What follows belongs to an exercise in optimizing a design on an open flow for small area; a production flow would make more cautious choices.
In this exercise RTL edits were held to simulation tests only and were not proved equivalent to the original.
Power is estimated from default activity; no workload was simulated.

==> run a <==
==> flow/design.v <==
module grf_dual_write #(
    parameter int unsigned DATA_W   = 32,
    parameter int unsigned ADDR_W   = 5,
    parameter int unsigned NUM_READ = 2,
    parameter bit          BYPASS   = 1'b1
) (
    input  logic                         clk,
    input  logic                         RESET,
    input  logic                         we0,
    input  logic [ADDR_W-1:0]            wa0,
    input  logic [DATA_W-1:0]            wd0,
    input  logic [31:0]                  wpc0,
    input  logic                         we1,
    input  logic [ADDR_W-1:0]            wa1,
    input  logic [DATA_W-1:0]            wd1,
    input  logic [31:0]                  wpc1,
    input  logic [NUM_READ*ADDR_W-1:0]   ra,
    output logic [NUM_READ*DATA_W-1:0]   rd,
    input  logic                         set_en,
    input  logic [ADDR_W-1:0]            set_addr,
    output logic [(1<<ADDR_W)-1:0]       busy,
    output logic [1:0]                   trc_valid,
    output logic [31:0]                  trc_pc0,
    output logic [31:0]                  trc_pc1,
    output logic [ADDR_W-1:0]            trc_addr0,
    output logic [ADDR_W-1:0]            trc_addr1,
    output logic [DATA_W-1:0]            trc_data0,
    output logic [DATA_W-1:0]            trc_data1
);
    localparam int unsigned DEPTH = 1 << ADDR_W;
    logic              eff0, eff1;
    logic              nrst;
    logic              pol_q;
    logic [DATA_W-1:0] x0a, x1a, x0b, x1b;
    logic [DEPTH-1:0]  hold;
    logic [DEPTH-1:0]  nw;
    logic [DATA_W-1:0] rs [DEPTH];
    logic [DEPTH-1:0]  busy_q;
    assign eff1 = we1 && (wa1 != '0);
    assign eff0 = we0 && (wa0 != '0) && !(we1 && (wa0 == wa1));
    assign nrst = !RESET;
    always_ff @(posedge clk) begin
        pol_q <= RESET | ~pol_q;
    end
    logic [1:0] poln;
    grf_inv u_poln0 (.a(pol_q), .y(poln[0]));
    grf_inv u_poln1 (.a(pol_q), .y(poln[1]));
    for (genvar b = 0; b < DATA_W; b++) begin : g_x
        logic x0n, x1n;
        assign x0n = wd0[b] ^ poln[b/(DATA_W/2)];
        assign x1n = wd1[b] ^ poln[b/(DATA_W/2)];
        grf_inv u_x0a (.a(x0n), .y(x0a[b]));
        grf_inv u_x1a (.a(x1n), .y(x1a[b]));
        grf_inv u_x0b (.a(x0n), .y(x0b[b]));
        grf_inv u_x1b (.a(x1n), .y(x1b[b]));
    end
    logic [3:0] pa0, pa1, pas, pw0, pw1;
    logic [7:0] pb0, pb1, pbs;
    logic       e0, e1, es;
    assign e0 = nrst & eff0;
    assign e1 = nrst & we1;
    assign es = nrst & set_en;
    always_comb begin
        for (int i = 0; i < 4; i++) begin
            pa0[i] = e0 & (wa0[1:0] == 2'(i));
            pa1[i] = e1 & (wa1[1:0] == 2'(i));
            pas[i] = es & (set_addr[1:0] == 2'(i));
            pw0[i] = we0 & (wa0[1:0] == 2'(i));
            pw1[i] = we1 & (wa1[1:0] == 2'(i));
        end
        for (int j = 0; j < 8; j++) begin
            pb0[j] = (wa0[4:2] == 3'(j));
            pb1[j] = (wa1[4:2] == 3'(j));
            pbs[j] = (set_addr[4:2] == 3'(j));
        end
    end
    assign rs[0] = '0;
    assign hold[0] = 1'b0;
    assign nw[0] = 1'b0;
    for (genvar n = 1; n < DEPTH; n++) begin : g_reg
        logic [DATA_W-1:0] s_q, s_d;
        logic              ld0n, ld1n, w0n, w1n;
        logic [1:0]        ld0, ld1, hd;
        grf_nand2 u_ld0n (.a(pa0[n%4]), .b(pb0[n/4]), .y(ld0n));
        grf_nand2 u_ld1n (.a(pa1[n%4]), .b(pb1[n/4]), .y(ld1n));
        grf_nand2 u_w0n  (.a(pw0[n%4]), .b(pb0[n/4]), .y(w0n));
        grf_nand2 u_w1n  (.a(pw1[n%4]), .b(pb1[n/4]), .y(w1n));
        grf_and2  u_nw   (.a(w0n), .b(w1n), .y(nw[n]));
        for (genvar h = 0; h < 2; h++) begin : g_half
            grf_inv  u_ld0  (.a(ld0n), .y(ld0[h]));
            grf_inv  u_ld1  (.a(ld1n), .y(ld1[h]));
            grf_and2 u_hold (.a(nrst), .b(nw[n]), .y(hd[h]));
        end
        assign hold[n] = hd[0];
        for (genvar b = 0; b < DATA_W; b++) begin : g_bit
            grf_aoi222 u_nx (
                .a0(s_q[b]), .b0(hd[b/(DATA_W/2)]),
                .a1((n < DEPTH/2) ? x0a[b] : x0b[b]), .b1(ld0[b/(DATA_W/2)]),
                .a2((n < DEPTH/2) ? x1a[b] : x1b[b]), .b2(ld1[b/(DATA_W/2)]),
                .y(s_d[b])
            );
        end
        always_ff @(posedge clk) begin
            s_q <= s_d;
        end
        assign rs[n] = s_q;
    end
    for (genvar k = 0; k < NUM_READ; k++) begin : g_read
        logic [ADDR_W-1:0] addr;
        logic              f1, f0, nz;
        logic [1:0]        f1b, f0b, inv;
        logic [DEPTH-1:0]  sel [2];
        assign addr = ra[k*ADDR_W +: ADDR_W];
        assign nz   = (addr != '0);
        assign f1   = BYPASS && eff1 && (wa1 == addr);
        assign f0   = BYPASS && eff0 && (wa0 == addr) && !f1;
        for (genvar h = 0; h < 2; h++) begin : g_half
            grf_inv u_f1 (.a(~f1), .y(f1b[h]));
            grf_inv u_f0 (.a(~f0), .y(f0b[h]));
            grf_inv u_pi (.a(~(pol_q & nz)), .y(inv[h]));
            assign sel[h][0] = 1'b0;
            for (genvar n = 1; n < DEPTH; n++) begin : g_sel
                grf_and3 u_sel (.a(pa[n%4]), .b(pb[n/4]), .c(nw[n]), .y(sel[h][n]));
            end
        end
        logic [3:0] pa;
        logic [7:0] pb;
        always_comb begin
            for (int i = 0; i < 4; i++) pa[i] = (addr[1:0] == 2'(i));
            for (int j = 0; j < 8; j++) pb[j] = (addr[4:2] == 3'(j));
        end
        for (genvar b = 0; b < DATA_W; b++) begin : g_bit
            localparam int H = b / (DATA_W / 2);
            logic [10:0] part;
            logic [2:0]  grp;
            logic        orn;
            for (genvar g = 0; g < 10; g++) begin : g_grp
                grf_aoi222 u_sel (
                    .a0(rs[3*g+1][b]), .b0(sel[H][3*g+1]),
                    .a1(rs[3*g+2][b]), .b1(sel[H][3*g+2]),
                    .a2(rs[3*g+3][b]), .b2(sel[H][3*g+3]),
                    .y(part[g])
                );
            end
            grf_aoi222 u_fwd (
                .a0(rs[31][b]), .b0(sel[H][31]), .a1(x0b[b]), .b1(f0b[H]), .a2(x1b[b]), .b2(f1b[H]),
                .y(part[10])
            );
            grf_nand4 u_g0 (.a(part[0]), .b(part[1]), .c(part[2]), .d(part[3]), .y(grp[0]));
            grf_nand4 u_g1 (.a(part[4]), .b(part[5]), .c(part[6]), .d(part[7]), .y(grp[1]));
            grf_nand3 u_g2 (.a(part[8]), .b(part[9]), .c(part[10]), .y(grp[2]));
            grf_or3   u_or (.a(grp[0]), .b(grp[1]), .c(grp[2]), .y(orn));
            grf_xor2  u_out (.a(orn), .b(inv[H]), .y(rd[k*DATA_W + b]));
        end
    end
    logic [DEPTH-1:0] busy_d;
    assign busy_d[0] = 1'b0;
    for (genvar n = 1; n < DEPTH; n++) begin : g_busy
        grf_ao21 u_nx (.a0(busy_q[n]), .b0(hold[n]), .c(pas[n%4] & pbs[n/4]), .y(busy_d[n]));
    end
    always_ff @(posedge clk) begin
        busy_q <= busy_d;
    end
    logic [1:0]        trc_valid_q;
    logic [31:0]       trc_pc0_q, trc_pc1_q;
    logic [ADDR_W-1:0] trc_addr0_q, trc_addr1_q;
    logic [DATA_W-1:0] trc_data0_q, trc_data1_q;
    logic [31:0]       trc_pc0_d, trc_pc1_d;
    logic [ADDR_W-1:0] trc_addr0_d, trc_addr1_d;
    logic [DATA_W-1:0] trc_data0_d, trc_data1_d;
    logic              tl0a, tk0a, tl1a, tk1a, tl0b, tk0b, tl1b, tk1b;
    grf_inv u_tl0a (.a(~(nrst & eff0)), .y(tl0a));
    grf_inv u_tk0a (.a(RESET | eff0), .y(tk0a));
    grf_inv u_tl1a (.a(~(nrst & eff1)), .y(tl1a));
    grf_inv u_tk1a (.a(RESET | eff1), .y(tk1a));
    grf_inv u_tl0b (.a(~(nrst & eff0)), .y(tl0b));
    grf_inv u_tk0b (.a(RESET | eff0), .y(tk0b));
    grf_inv u_tl1b (.a(~(nrst & eff1)), .y(tl1b));
    grf_inv u_tk1b (.a(RESET | eff1), .y(tk1b));
    for (genvar b = 0; b < 32; b++) begin : g_trc_pc
        grf_ao22 u_pc0 (.a0(trc_pc0_q[b]), .b0(tk0a), .a1(wpc0[b]), .b1(tl0a), .y(trc_pc0_d[b]));
        grf_ao22 u_pc1 (.a0(trc_pc1_q[b]), .b0(tk1a), .a1(wpc1[b]), .b1(tl1a), .y(trc_pc1_d[b]));
    end
    for (genvar b = 0; b < ADDR_W; b++) begin : g_trc_addr
        grf_ao22 u_a0 (.a0(trc_addr0_q[b]), .b0(tk0b), .a1(wa0[b]), .b1(tl0b), .y(trc_addr0_d[b]));
        grf_ao22 u_a1 (.a0(trc_addr1_q[b]), .b0(tk1b), .a1(wa1[b]), .b1(tl1b), .y(trc_addr1_d[b]));
    end
    for (genvar b = 0; b < DATA_W; b++) begin : g_trc_data
        grf_ao22 u_d0 (.a0(trc_data0_q[b]), .b0(tk0b), .a1(wd0[b]), .b1(tl0b), .y(trc_data0_d[b]));
        grf_ao22 u_d1 (.a0(trc_data1_q[b]), .b0(tk1b), .a1(wd1[b]), .b1(tl1b), .y(trc_data1_d[b]));
    end
    always_ff @(posedge clk) begin
        trc_valid_q <= {nrst & eff1, nrst & eff0};
        trc_pc0_q   <= trc_pc0_d;
        trc_addr0_q <= trc_addr0_d;
        trc_data0_q <= trc_data0_d;
        trc_pc1_q   <= trc_pc1_d;
        trc_addr1_q <= trc_addr1_d;
        trc_data1_q <= trc_data1_d;
    end
    assign busy      = busy_q;
    assign trc_valid = trc_valid_q;
    assign trc_pc0   = trc_pc0_q;
    assign trc_pc1   = trc_pc1_q;
    assign trc_addr0 = trc_addr0_q;
    assign trc_addr1 = trc_addr1_q;
    assign trc_data0 = trc_data0_q;
    assign trc_data1 = trc_data1_q;
endmodule
module grf_aoi222 (
    input  logic a0, b0, a1, b1, a2, b2,
    output logic y
);
    assign y = ~((a0 & b0) | (a1 & b1) | (a2 & b2));
endmodule
module grf_ao22 (
    input  logic a0, b0, a1, b1,
    output logic y
);
    assign y = (a0 & b0) | (a1 & b1);
endmodule
module grf_ao21 (
    input  logic a0, b0, c,
    output logic y
);
    assign y = (a0 & b0) | c;
endmodule
module grf_and2 (
    input  logic a, b,
    output logic y
);
    assign y = a & b;
endmodule
module grf_and3 (
    input  logic a, b, c,
    output logic y
);
    assign y = a & b & c;
endmodule
module grf_nand2 (
    input  logic a, b,
    output logic y
);
    assign y = ~(a & b);
endmodule
module grf_inv (
    input  logic a,
    output logic y
);
    assign y = ~a;
endmodule
module grf_nand4 (
    input  logic a, b, c, d,
    output logic y
);
    assign y = ~(a & b & c & d);
endmodule
module grf_nand3 (
    input  logic a, b, c,
    output logic y
);
    assign y = ~(a & b & c);
endmodule
module grf_or3 (
    input  logic a, b, c,
    output logic y
);
    assign y = a | b | c;
endmodule
module grf_xor2 (
    input  logic a, b,
    output logic y
);
    assign y = a ^ b;
endmodule
==> flow/flow/run.sh <==
#!/bin/bash
set -o pipefail
export BUFFER_PORTS_ARGS="-buffer_cell sky130_fd_sc_hd__buf_1"
export CTS_ARGS="-sink_clustering_enable -repair_clock_nets -dont_use_dummy_load -buf_list sky130_fd_sc_hd__clkbuf_4 -sink_clustering_size 8 -sink_clustering_max_diameter 30"
export GPL_KEEP_OVERFLOW=0
bash standard.sh > standard.log 2>&1
==> flow/standard.sh <==
#!/bin/bash
# synth_recipe.tcl (not shown) runs the flow's synth.tcl, then flattens the netlist and writes it again
# the make line also repeats each setting of config.mk as NAME=value (left out here)
make -C /OpenROAD-flow-scripts/flow DESIGN_CONFIG=/design/flow/config.mk WORK_HOME=/design/flow/orfs CLKGATE_MAP_FILE= SYNTH_SCRIPT=/design/flow/synth_recipe.tcl "${@:-finish}"
==> flow/config.mk <==
export PLATFORM = sky130hd
export DESIGN_NAME = grf_dual_write
export DESIGN_NICKNAME = grf_dual_write
export VERILOG_FILES = /design/flow/design.v
export SDC_FILE = /design/flow/constraint.sdc
export NUM_CORES = 4
export LEC_CHECK = 0
export CAP_MARGIN = 15
export CELL_PAD_IN_SITES_DETAIL_PLACEMENT = 2
export CELL_PAD_IN_SITES_GLOBAL_PLACEMENT = 2
export CORE_MARGIN = 2
export CORE_UTILIZATION = 45
export PLACE_DENSITY = 0.5
export SETUP_SLACK_MARGIN = 0.3
export SLEW_MARGIN = 15
export SYNTH_HIERARCHICAL = 1
==> flow/constraint.sdc <==
create_clock -name core_clock -period 8.0 [get_ports {clk}]
set_input_delay 1.6000 -clock core_clock [delete_from_list [all_inputs] [get_ports {clk}]]
set_output_delay 1.6000 -clock core_clock [all_outputs]
set_load 0.01 [all_outputs]
==> run b (differences from run a) <==
--- a/flow/design.v
+++ b/flow/design.v
@@ -34,5 +34,4 @@
     logic [DATA_W-1:0] x0a, x1a, x0b, x1b;
     logic [DEPTH-1:0]  hold;
-    logic [DEPTH-1:0]  nw;
     logic [DATA_W-1:0] rs [DEPTH];
     logic [DEPTH-1:0]  busy_q;
@@ -43,11 +42,8 @@
         pol_q <= RESET | ~pol_q;
     end
-    logic [1:0] poln;
-    grf_inv u_poln0 (.a(pol_q), .y(poln[0]));
-    grf_inv u_poln1 (.a(pol_q), .y(poln[1]));
     for (genvar b = 0; b < DATA_W; b++) begin : g_x
         logic x0n, x1n;
-        assign x0n = wd0[b] ^ poln[b/(DATA_W/2)];
-        assign x1n = wd1[b] ^ poln[b/(DATA_W/2)];
+        assign x0n = ~(wd0[b] ^ pol_q);
+        assign x1n = ~(wd1[b] ^ pol_q);
         grf_inv u_x0a (.a(x0n), .y(x0a[b]));
         grf_inv u_x1a (.a(x1n), .y(x1a[b]));
@@ -55,5 +51,5 @@
         grf_inv u_x1b (.a(x1n), .y(x1b[b]));
     end
-    logic [3:0] pa0, pa1, pas, pw0, pw1;
+    logic [3:0] pa0, pa1, pas;
     logic [7:0] pb0, pb1, pbs;
     logic       e0, e1, es;
@@ -66,6 +62,4 @@
             pa1[i] = e1 & (wa1[1:0] == 2'(i));
             pas[i] = es & (set_addr[1:0] == 2'(i));
-            pw0[i] = we0 & (wa0[1:0] == 2'(i));
-            pw1[i] = we1 & (wa1[1:0] == 2'(i));
         end
         for (int j = 0; j < 8; j++) begin
@@ -77,18 +71,14 @@
     assign rs[0] = '0;
     assign hold[0] = 1'b0;
-    assign nw[0] = 1'b0;
     for (genvar n = 1; n < DEPTH; n++) begin : g_reg
         logic [DATA_W-1:0] s_q, s_d;
-        logic              ld0n, ld1n, w0n, w1n;
+        logic              ld0n, ld1n;
         logic [1:0]        ld0, ld1, hd;
         grf_nand2 u_ld0n (.a(pa0[n%4]), .b(pb0[n/4]), .y(ld0n));
         grf_nand2 u_ld1n (.a(pa1[n%4]), .b(pb1[n/4]), .y(ld1n));
-        grf_nand2 u_w0n  (.a(pw0[n%4]), .b(pb0[n/4]), .y(w0n));
-        grf_nand2 u_w1n  (.a(pw1[n%4]), .b(pb1[n/4]), .y(w1n));
-        grf_and2  u_nw   (.a(w0n), .b(w1n), .y(nw[n]));
         for (genvar h = 0; h < 2; h++) begin : g_half
             grf_inv  u_ld0  (.a(ld0n), .y(ld0[h]));
             grf_inv  u_ld1  (.a(ld1n), .y(ld1[h]));
-            grf_and2 u_hold (.a(nrst), .b(nw[n]), .y(hd[h]));
+            grf_and3 u_hold (.a(nrst), .b(ld0n), .c(ld1n), .y(hd[h]));
         end
         assign hold[n] = hd[0];
@@ -108,5 +98,5 @@
     for (genvar k = 0; k < NUM_READ; k++) begin : g_read
         logic [ADDR_W-1:0] addr;
-        logic              f1, f0, nz;
+        logic              f1, f0, nz, any;
         logic [1:0]        f1b, f0b, inv;
         logic [DEPTH-1:0]  sel [2];
@@ -115,4 +105,5 @@
         assign f1   = BYPASS && eff1 && (wa1 == addr);
         assign f0   = BYPASS && eff0 && (wa0 == addr) && !f1;
+        assign any  = f1 | f0;
         for (genvar h = 0; h < 2; h++) begin : g_half
             grf_inv u_f1 (.a(~f1), .y(f1b[h]));
@@ -121,5 +112,5 @@
             assign sel[h][0] = 1'b0;
             for (genvar n = 1; n < DEPTH; n++) begin : g_sel
-                grf_and3 u_sel (.a(pa[n%4]), .b(pb[n/4]), .c(nw[n]), .y(sel[h][n]));
+                grf_and2 u_sel (.a(pa[n%4]), .b(pb[n/4]), .y(sel[h][n]));
             end
         end
@@ -127,5 +118,5 @@
         logic [7:0] pb;
         always_comb begin
-            for (int i = 0; i < 4; i++) pa[i] = (addr[1:0] == 2'(i));
+            for (int i = 0; i < 4; i++) pa[i] = ~any & (addr[1:0] == 2'(i));
             for (int j = 0; j < 8; j++) pb[j] = (addr[4:2] == 3'(j));
         end
==> flow/config.mk (replaced) <==
export PLATFORM = sky130hd
export DESIGN_NAME = grf_dual_write
export DESIGN_NICKNAME = grf_dual_write
export VERILOG_FILES = /design/flow/design.v
export SDC_FILE = /design/flow/constraint.sdc
export NUM_CORES = 4
export LEC_CHECK = 0
export CAP_MARGIN = 20
export CELL_PAD_IN_SITES_DETAIL_PLACEMENT = 2
export CELL_PAD_IN_SITES_GLOBAL_PLACEMENT = 2
export CORE_MARGIN = 2
export CORE_UTILIZATION = 40
export PLACE_DENSITY = 0.45
export SETUP_SLACK_MARGIN = 0.4
export SLEW_MARGIN = 20
export SYNTH_HIERARCHICAL = 1
==> run c (differences from run a) <==
--- a/flow/design.v
+++ b/flow/design.v
@@ -34,5 +34,4 @@
     logic [DATA_W-1:0] x0a, x1a, x0b, x1b;
     logic [DEPTH-1:0]  hold;
-    logic [DEPTH-1:0]  nw;
     logic [DATA_W-1:0] rs [DEPTH];
     logic [DEPTH-1:0]  busy_q;
@@ -43,11 +42,8 @@
         pol_q <= RESET | ~pol_q;
     end
-    logic [1:0] poln;
-    grf_inv u_poln0 (.a(pol_q), .y(poln[0]));
-    grf_inv u_poln1 (.a(pol_q), .y(poln[1]));
     for (genvar b = 0; b < DATA_W; b++) begin : g_x
         logic x0n, x1n;
-        assign x0n = wd0[b] ^ poln[b/(DATA_W/2)];
-        assign x1n = wd1[b] ^ poln[b/(DATA_W/2)];
+        assign x0n = ~(wd0[b] ^ pol_q);
+        assign x1n = ~(wd1[b] ^ pol_q);
         grf_inv u_x0a (.a(x0n), .y(x0a[b]));
         grf_inv u_x1a (.a(x1n), .y(x1a[b]));
@@ -55,5 +51,5 @@
         grf_inv u_x1b (.a(x1n), .y(x1b[b]));
     end
-    logic [3:0] pa0, pa1, pas, pw0, pw1;
+    logic [3:0] pa0, pa1, pas;
     logic [7:0] pb0, pb1, pbs;
     logic       e0, e1, es;
@@ -66,6 +62,4 @@
             pa1[i] = e1 & (wa1[1:0] == 2'(i));
             pas[i] = es & (set_addr[1:0] == 2'(i));
-            pw0[i] = we0 & (wa0[1:0] == 2'(i));
-            pw1[i] = we1 & (wa1[1:0] == 2'(i));
         end
         for (int j = 0; j < 8; j++) begin
@@ -77,18 +71,14 @@
     assign rs[0] = '0;
     assign hold[0] = 1'b0;
-    assign nw[0] = 1'b0;
     for (genvar n = 1; n < DEPTH; n++) begin : g_reg
         logic [DATA_W-1:0] s_q, s_d;
-        logic              ld0n, ld1n, w0n, w1n;
+        logic              ld0n, ld1n;
         logic [1:0]        ld0, ld1, hd;
         grf_nand2 u_ld0n (.a(pa0[n%4]), .b(pb0[n/4]), .y(ld0n));
         grf_nand2 u_ld1n (.a(pa1[n%4]), .b(pb1[n/4]), .y(ld1n));
-        grf_nand2 u_w0n  (.a(pw0[n%4]), .b(pb0[n/4]), .y(w0n));
-        grf_nand2 u_w1n  (.a(pw1[n%4]), .b(pb1[n/4]), .y(w1n));
-        grf_and2  u_nw   (.a(w0n), .b(w1n), .y(nw[n]));
         for (genvar h = 0; h < 2; h++) begin : g_half
             grf_inv  u_ld0  (.a(ld0n), .y(ld0[h]));
             grf_inv  u_ld1  (.a(ld1n), .y(ld1[h]));
-            grf_and2 u_hold (.a(nrst), .b(nw[n]), .y(hd[h]));
+            grf_and3 u_hold (.a(nrst), .b(ld0n), .c(ld1n), .y(hd[h]));
         end
         assign hold[n] = hd[0];
@@ -108,5 +98,5 @@
     for (genvar k = 0; k < NUM_READ; k++) begin : g_read
         logic [ADDR_W-1:0] addr;
-        logic              f1, f0, nz;
+        logic              f1, f0, nz, any;
         logic [1:0]        f1b, f0b, inv;
         logic [DEPTH-1:0]  sel [2];
@@ -115,4 +105,5 @@
         assign f1   = BYPASS && eff1 && (wa1 == addr);
         assign f0   = BYPASS && eff0 && (wa0 == addr) && !f1;
+        assign any  = f1 | f0;
         for (genvar h = 0; h < 2; h++) begin : g_half
             grf_inv u_f1 (.a(~f1), .y(f1b[h]));
@@ -121,5 +112,5 @@
             assign sel[h][0] = 1'b0;
             for (genvar n = 1; n < DEPTH; n++) begin : g_sel
-                grf_and3 u_sel (.a(pa[n%4]), .b(pb[n/4]), .c(nw[n]), .y(sel[h][n]));
+                grf_and2 u_sel (.a(pa[n%4]), .b(pb[n/4]), .y(sel[h][n]));
             end
         end
@@ -127,5 +118,5 @@
         logic [7:0] pb;
         always_comb begin
-            for (int i = 0; i < 4; i++) pa[i] = (addr[1:0] == 2'(i));
+            for (int i = 0; i < 4; i++) pa[i] = ~any & (addr[1:0] == 2'(i));
             for (int j = 0; j < 8; j++) pb[j] = (addr[4:2] == 3'(j));
         end
==> flow/config.mk (replaced) <==
export PLATFORM = sky130hd
export DESIGN_NAME = grf_dual_write
export DESIGN_NICKNAME = grf_dual_write
export VERILOG_FILES = /design/flow/design.v
export SDC_FILE = /design/flow/constraint.sdc
export NUM_CORES = 4
export LEC_CHECK = 0
export CAP_MARGIN = 0
export CELL_PAD_IN_SITES_DETAIL_PLACEMENT = 2
export CELL_PAD_IN_SITES_GLOBAL_PLACEMENT = 2
export CORE_MARGIN = 2
export CORE_UTILIZATION = 40
export PLACE_DENSITY = 0.45
export SLEW_MARGIN = 0
export SYNTH_HIERARCHICAL = 1
==> run d (differences from run a) <==
--- a/flow/design.v
+++ b/flow/design.v
@@ -34,5 +34,4 @@
     logic [DATA_W-1:0] x0a, x1a, x0b, x1b;
     logic [DEPTH-1:0]  hold;
-    logic [DEPTH-1:0]  nw;
     logic [DATA_W-1:0] rs [DEPTH];
     logic [DEPTH-1:0]  busy_q;
@@ -43,11 +42,8 @@
         pol_q <= RESET | ~pol_q;
     end
-    logic [1:0] poln;
-    grf_inv u_poln0 (.a(pol_q), .y(poln[0]));
-    grf_inv u_poln1 (.a(pol_q), .y(poln[1]));
     for (genvar b = 0; b < DATA_W; b++) begin : g_x
         logic x0n, x1n;
-        assign x0n = wd0[b] ^ poln[b/(DATA_W/2)];
-        assign x1n = wd1[b] ^ poln[b/(DATA_W/2)];
+        assign x0n = ~(wd0[b] ^ pol_q);
+        assign x1n = ~(wd1[b] ^ pol_q);
         grf_inv u_x0a (.a(x0n), .y(x0a[b]));
         grf_inv u_x1a (.a(x1n), .y(x1a[b]));
@@ -55,5 +51,5 @@
         grf_inv u_x1b (.a(x1n), .y(x1b[b]));
     end
-    logic [3:0] pa0, pa1, pas, pw0, pw1;
+    logic [3:0] pa0, pa1, pas;
     logic [7:0] pb0, pb1, pbs;
     logic       e0, e1, es;
@@ -66,6 +62,4 @@
             pa1[i] = e1 & (wa1[1:0] == 2'(i));
             pas[i] = es & (set_addr[1:0] == 2'(i));
-            pw0[i] = we0 & (wa0[1:0] == 2'(i));
-            pw1[i] = we1 & (wa1[1:0] == 2'(i));
         end
         for (int j = 0; j < 8; j++) begin
@@ -77,18 +71,14 @@
     assign rs[0] = '0;
     assign hold[0] = 1'b0;
-    assign nw[0] = 1'b0;
     for (genvar n = 1; n < DEPTH; n++) begin : g_reg
         logic [DATA_W-1:0] s_q, s_d;
-        logic              ld0n, ld1n, w0n, w1n;
+        logic              ld0n, ld1n;
         logic [1:0]        ld0, ld1, hd;
         grf_nand2 u_ld0n (.a(pa0[n%4]), .b(pb0[n/4]), .y(ld0n));
         grf_nand2 u_ld1n (.a(pa1[n%4]), .b(pb1[n/4]), .y(ld1n));
-        grf_nand2 u_w0n  (.a(pw0[n%4]), .b(pb0[n/4]), .y(w0n));
-        grf_nand2 u_w1n  (.a(pw1[n%4]), .b(pb1[n/4]), .y(w1n));
-        grf_and2  u_nw   (.a(w0n), .b(w1n), .y(nw[n]));
         for (genvar h = 0; h < 2; h++) begin : g_half
             grf_inv  u_ld0  (.a(ld0n), .y(ld0[h]));
             grf_inv  u_ld1  (.a(ld1n), .y(ld1[h]));
-            grf_and2 u_hold (.a(nrst), .b(nw[n]), .y(hd[h]));
+            grf_and3 u_hold (.a(nrst), .b(ld0n), .c(ld1n), .y(hd[h]));
         end
         assign hold[n] = hd[0];
@@ -108,5 +98,5 @@
     for (genvar k = 0; k < NUM_READ; k++) begin : g_read
         logic [ADDR_W-1:0] addr;
-        logic              f1, f0, nz;
+        logic              f1, f0, nz, any;
         logic [1:0]        f1b, f0b, inv;
         logic [DEPTH-1:0]  sel [2];
@@ -115,4 +105,5 @@
         assign f1   = BYPASS && eff1 && (wa1 == addr);
         assign f0   = BYPASS && eff0 && (wa0 == addr) && !f1;
+        assign any  = f1 | f0;
         for (genvar h = 0; h < 2; h++) begin : g_half
             grf_inv u_f1 (.a(~f1), .y(f1b[h]));
@@ -121,5 +112,5 @@
             assign sel[h][0] = 1'b0;
             for (genvar n = 1; n < DEPTH; n++) begin : g_sel
-                grf_and3 u_sel (.a(pa[n%4]), .b(pb[n/4]), .c(nw[n]), .y(sel[h][n]));
+                grf_and2 u_sel (.a(pa[n%4]), .b(pb[n/4]), .y(sel[h][n]));
             end
         end
@@ -127,5 +118,5 @@
         logic [7:0] pb;
         always_comb begin
-            for (int i = 0; i < 4; i++) pa[i] = (addr[1:0] == 2'(i));
+            for (int i = 0; i < 4; i++) pa[i] = ~any & (addr[1:0] == 2'(i));
             for (int j = 0; j < 8; j++) pb[j] = (addr[4:2] == 3'(j));
         end
==> flow/flow/run.sh (replaced) <==
#!/bin/bash
set -o pipefail
export BUFFER_PORTS_ARGS="-buffer_cell sky130_fd_sc_hd__buf_1"
export CTS_ARGS="-sink_clustering_enable -repair_clock_nets -dont_use_dummy_load -buf_list sky130_fd_sc_hd__clkbuf_4 -sink_clustering_size 8 -sink_clustering_max_diameter 50"
export GPL_KEEP_OVERFLOW=0
bash standard.sh > standard.log 2>&1
--- a/flow/config.mk
+++ b/flow/config.mk
@@ -7,9 +7,9 @@
 export LEC_CHECK = 0
 export CAP_MARGIN = 15
-export CELL_PAD_IN_SITES_DETAIL_PLACEMENT = 2
-export CELL_PAD_IN_SITES_GLOBAL_PLACEMENT = 2
+export CELL_PAD_IN_SITES_DETAIL_PLACEMENT = 1
+export CELL_PAD_IN_SITES_GLOBAL_PLACEMENT = 1
 export CORE_MARGIN = 2
-export CORE_UTILIZATION = 45
-export PLACE_DENSITY = 0.5
+export CORE_UTILIZATION = 50
+export PLACE_DENSITY = 0.55
 export SETUP_SLACK_MARGIN = 0.3
 export SLEW_MARGIN = 15
==> comparison table <==
| item | run b | run a | run c | run d |
|---|---|---|---|---|
| Post-route clock period utilization | 96.4% | 95.9% | 101% | 97.5% |
| Detailed Route Iter0 Violations | 15,083 | 16,492 | 15,141 | 16,841 |
| Routing usage on met1 | 53.2% | 55.2% | 53.2% | 57.6% |
| Area taken by multi-input logic gates | 23,700 µm² | 24,000 µm² | 23,600 µm² | 23,600 µm² |
| Clock latency of the later-clocked register in the worst-skew pair | 1.38 ns | 1.22 ns | 1.34 ns | 1.14 ns |
| M1 wire length | 100 mm | 92.1 mm | 101 mm | 83.5 mm |
| Area Growth Syn to Fin | 13.2% | 11.8% | 12.7% | 9.57% |
| Post-layout total power | 13.2 mW | 12.9 mW | 13.1 mW | 12.0 mW |
| RePlAce Congestion | 1.06 | 0.985 | 1.06 | 1.05 |
| Number of buffers inserted during clock tree synthesis | 314 | 292 | 306 | 172 |
| Post-Place Worst Slack | -0.197 ns | 0.114 ns | -0.160 ns | 0.284 ns |
| Cell Area, Synth | 48,000 µm² | 48,300 µm² | 48,000 µm² | 48,000 µm² |
| Reported net switching power | 4.43 mW | 4.29 mW | 4.42 mW | 4.05 mW |
| Share of power burned in combinational logic | 17.9% | 17.9% | 18.0% | 18.9% |
| Total vias in the final route | 53,902 | 54,871 | 53,913 | 53,449 |
| Sum of net half-perimeters after detailed placement | 184 mm | 177 mm | 184 mm | 164 mm |
| Number of antenna violations at the first check in global routing | 20 | 13 | 19 | 19 |
| Area share of the largest cell type after synthesis | 48.6% | 48.2% | 48.6% | 48.6% |
| Power Sequential | 6.69 mW | 6.70 mW | 6.69 mW | 6.67 mW |
| Fraction of power consumed by the clock network | 31.3% | 30.3% | 31.1% | 25.5% |
| Int Pwr | 8.75 mW | 8.64 mW | 8.70 mW | 7.94 mW |
| Max stage delay cell, worst path | sky130_fd_sc_hd__a222oi_1 | sky130_fd_sc_hd__or4_1 | sky130_fd_sc_hd__xor2_1 | sky130_fd_sc_hd__nand4_1 |
| Post-layout utilization of the core | 45.4% | 50.6% | 45.3% | 55.3% |
| Count of filler cells inserted in the layout | 12,490 | 11,015 | 12,555 | 10,293 |
| Maximum number of pins on one net before global-route repair | 72 | 70 | 72 | 72 |
| Run status | timing/DRC/antenna clean | timing/DRC/antenna clean | finished with violations | timing/DRC/antenna clean |
| Violated checks | - | - | max-capacitance violations, max-slew violations, negative setup slack | - |

port drivers added, routing unchanged:
Ports are ideal in the flow. The routed layouts listed here were re-timed in OpenROAD.
Step 1 assumes that a clkbuf_16 drives the clock port and a buf_2 every other input.
Step 2 times the ports against the registers' clock, not the clock port: input delays grow and output delays shrink by t, the midpoint of the rising clock arrivals with the driver on.
Slacks: no drivers / after step 1 / after step 2; pairs: no drivers / after step 1.
run | t, ns | setup WS [ns] | hold slack, ns | worst data-port slew with drivers (ns)
run a | 1.296 | 0.328 / 0.307 / 0.307 | 0.457 / 0.457 / 0.457 | 0.20
run b | 1.388 | 0.291 / 0.213 / 0.213 | 0.453 / 0.419 / 0.453 | 0.20
run c | 1.369 | -0.094 / -0.219 / -0.219 | 0.454 / 0.427 / 0.454 | 0.23
run d | 1.198 | 0.204 / 0.115 / 0.115 | 0.462 / 0.462 / 0.462 | 0.21
For run c, which loses most, drivers alone change the setup slack by -0.125 ns; drivers and shift together by -0.125 ns.
